What follows belongs to an exercise in optimizing a design on an open flow for small area, a short achievable clock period and few clock cycles per item; a production flow would make more cautious choices.
In this exercise RTL edits were held to simulation tests only and were not proved equivalent to the original.
Power and IR drop assume default switching activity.

== build 85 ==
## inverse_square_field_sum_core
module inverse_square_field_sum_core
(
    input  logic                     clk,
    input  logic                     rst_n,
    input  logic                     in_valid,
    output logic                     in_stall,
    input  isfs_pkg::isfs_in_t                 in_data,
    output logic                     out_valid,
    input  logic                     out_stall,
    output isfs_pkg::isfs_out_t                out_data,
    input  logic                     cfg_we,
    input  logic [CFG_IDX_BITS-1:0]  cfg_index,
    input  logic [CFG_DATA_BITS-1:0] cfg_data
);
Settings: LEC_CHECK=0, ABC_AREA=1, CAP_MARGIN=20, CORE_MARGIN=2, CORE_UTILIZATION=65, SETUP_SLACK_MARGIN=5, SLEW_MARGIN=20; clock period 9.0 ns.
run.sh (not shown) runs the stock make flow with config.mk's settings and CLKGATE_MAP_FILE= SYNTH_SCRIPT=/design/flow/synth_recipe.tcl, a recipe that flattens the netlist after the stock synthesis.
Build 85 closes out successfully: all stages finished, all timing, DRC and antenna checks passed.
Testbench counts of build 85, summed over its fixed seeds: cycles 16,512, items 960.
Edits applied to the flow inputs when going from build 85 to build 35:
- a change of CORE_UTILIZATION from 65 to 60
- an added CTS_CLUSTER_DIAMETER of 70
- an added CTS_CLUSTER_SIZE of 16
Findings:
Build 35 | stages: all done | timing, DRC, antenna: all pass. Build 85 finished end to end and its layout was clean on timing, DRC and antenna. Against build 85, power in build 35 came out better. Maximum cell stage delay along the critical path for build 35: 0.09 ns up relative to build 85. Build 35 ends up with a count of buffers not belonging to the clock network in the layout that is 7.1% higher than in build 85. Per the comparison of build 35 with build 85, global-route track usage on met3 moved down; via count fell by about 1.1%; clock period minus worst slack increased 0.036 ns.
What build 19 does differently from build 35 at the input level:
- clearing CTS_CLUSTER_SIZE, which used to be 16
- clearing ABC_AREA, which used to be 1
- clearing CTS_CLUSTER_DIAMETER, which used to be 70
### Flow results
Looking at number of gates on the worst path with buffers counted across build 19 and build 35, the one that comes out higher is build 19.
Relative to build 35, final critical-path required period decreased by 0.018 ns in build 19.
Higher power attributed to the clock group among build 19 and build 35: build 19
Headroom to the max-slew limit, build 19 and build 35: larger value in build 19
Build 19: wire length per cell after detailed routing 1.6% above build 35
Of build 19 and build 35, the run reporting the lower netlist area before placement was build 19.
Sequential share of layout area: build 19 < build 35
Delta (build 19 minus build 35): first-pass GRT wire length lower; area added between synthesis and finish higher.
Input changes introduced in build 56 (baseline for comparison: build 19):
- CTS_CLUSTER_SIZE newly set to 16
- ABC_AREA newly set to 1
- CORE_UTILIZATION changed from 60 to 65
- CTS_CLUSTER_DIAMETER newly set to 70
Notes after the runs:
Changes observed in build 56 relative to build 19: area added between synthesis and finish -4.9 points, clock buffer count in the final layout -53.
Between build 19 and build 56, the clock latency of the later-clocked register in the worst-skew pair figures differ only marginally.
NOTE switching power summed over all nets build 19->build 56 increased by more than 10%
Combined area of all synthesized cells, build 19 and build 56: higher on build 56
Build 56 vs build 19 on routed wire length: build 56 is the higher one.
Cell type of the slowest stage on the worst timing path = sky130_fd_sc_hd__dfrtp_4: build 56; cell type of the slowest stage on the worst timing path = sky130_fd_sc_hd__fa_4: build 19
In the flow results for build 19 and build 56, the share of the clock period used by the worst path is larger on build 19.
Of the two candidates, build 19 has the worse post-route standard cell area excluding fillers and build 56 the better one.


== R ==
Starting RTL as in the previous note.
## inverse_square_field_sum_core
module inverse_square_field_sum_core
(
    input  logic                     clk,
    input  logic                     rst_n,
    input  logic                     in_valid,
    output logic                     in_stall,
    input  isfs_pkg::isfs_in_t                 in_data,
    output logic                     out_valid,
    input  logic                     out_stall,
    output isfs_pkg::isfs_out_t                out_data,
    input  logic                     cfg_we,
    input  logic [CFG_IDX_BITS-1:0]  cfg_index,
    input  logic [CFG_DATA_BITS-1:0] cfg_data
);
export LEC_CHECK = 0
export ABC_AREA = 1
export CAP_MARGIN = 20
export CORE_MARGIN = 2
export CORE_UTILIZATION = 60
export SETUP_SLACK_MARGIN = 5
export SLEW_MARGIN = 20
create_clock -name core_clock -period 9.0 [get_ports {clk}]
R completed every stage of the flow, and the final layout passed the timing, DRC and antenna checks.
Testbench counts of R, summed over its fixed seeds: cycles 16,512, items 960.
Changes in T relative to R:
Settings: CORE_UTILIZATION: 60 -> 65; CTS_CLUSTER_SIZE: unset -> 20; CTS_CLUSTER_DIAMETER: unset -> 80.
--- outcome ---
Summary: with R as the reference, vertical die dimension in T moved down by a few percent. T against R: delay of the slowest cell on the worst path moved up, final design instance area without fill went down by 3.1%. Looking at sequential share of layout area, T sits 1.2 points above R. Higher number of clock buffer instances in the layout was reported by R, not T. Summary of the comparison: count of plain and timing-repair buffers is lower in T, relative to R. T ended with less routed length per instance than R. Looking at initial standard-cell utilization of the core, T sits above R. Looking at fraction of area in clock buffers and inverters, T sits 2.8 points lower than R does. Against R, T reports a total number of tap cells that is lower.

re-timing with driven ports:
In the flow no input, the clock included, has a driving cell. The finished layouts below were timed again as built, in two steps.
Step 1 sets driving cells, clkbuf_16 on the clock port and buf_2 on the other inputs (assumed; they add their load-dependent delay and slew).
Step 2, shift: input delay + t, output delay - t, t = (earliest + latest rising clock arrival at the registers) / 2. This alone moves slack from input paths to output paths.
a / b / c = no drivers / after step 1 / after step 2; a / b = the first two.
run | shift t [ns] | setup slack, ns | hold WS [ns] | latest minus earliest clock arrival (ns) | worst data-port slew with drivers (ns)
build 85 | 0.885 | 5.091 / 5.091 / 4.578 | 0.416 / 0.416 / 0.416 | 0.030 / 0.030 | 0.10
build 35 | 0.831 | 5.055 / 4.974 / 4.407 | 0.411 / 0.411 / 0.411 | 0.037 / 0.037 | 0.07
build 19 | 0.858 | 5.072 / 5.072 / 4.777 | 0.413 / 0.413 / 0.413 | 0.035 / 0.036 | 0.05
build 56 | 0.845 | 5.111 / 5.111 / 4.553 | 0.408 / 0.408 / 0.408 | 0.038 / 0.037 | 0.11
R | 0.881 | 4.987 / 4.906 / 4.396 | 0.415 / 0.415 / 0.415 | 0.036 / 0.037 | 0.07
T | 0.802 | 5.071 / 5.071 / 4.538 | 0.418 / 0.418 / 0.418 | 0.057 / 0.057 | 0.11
After both steps setup and hold are still met in every run listed. For build 35, which loses most, drivers alone change the setup slack by -0.081 ns; drivers and shift together by -0.648 ns.
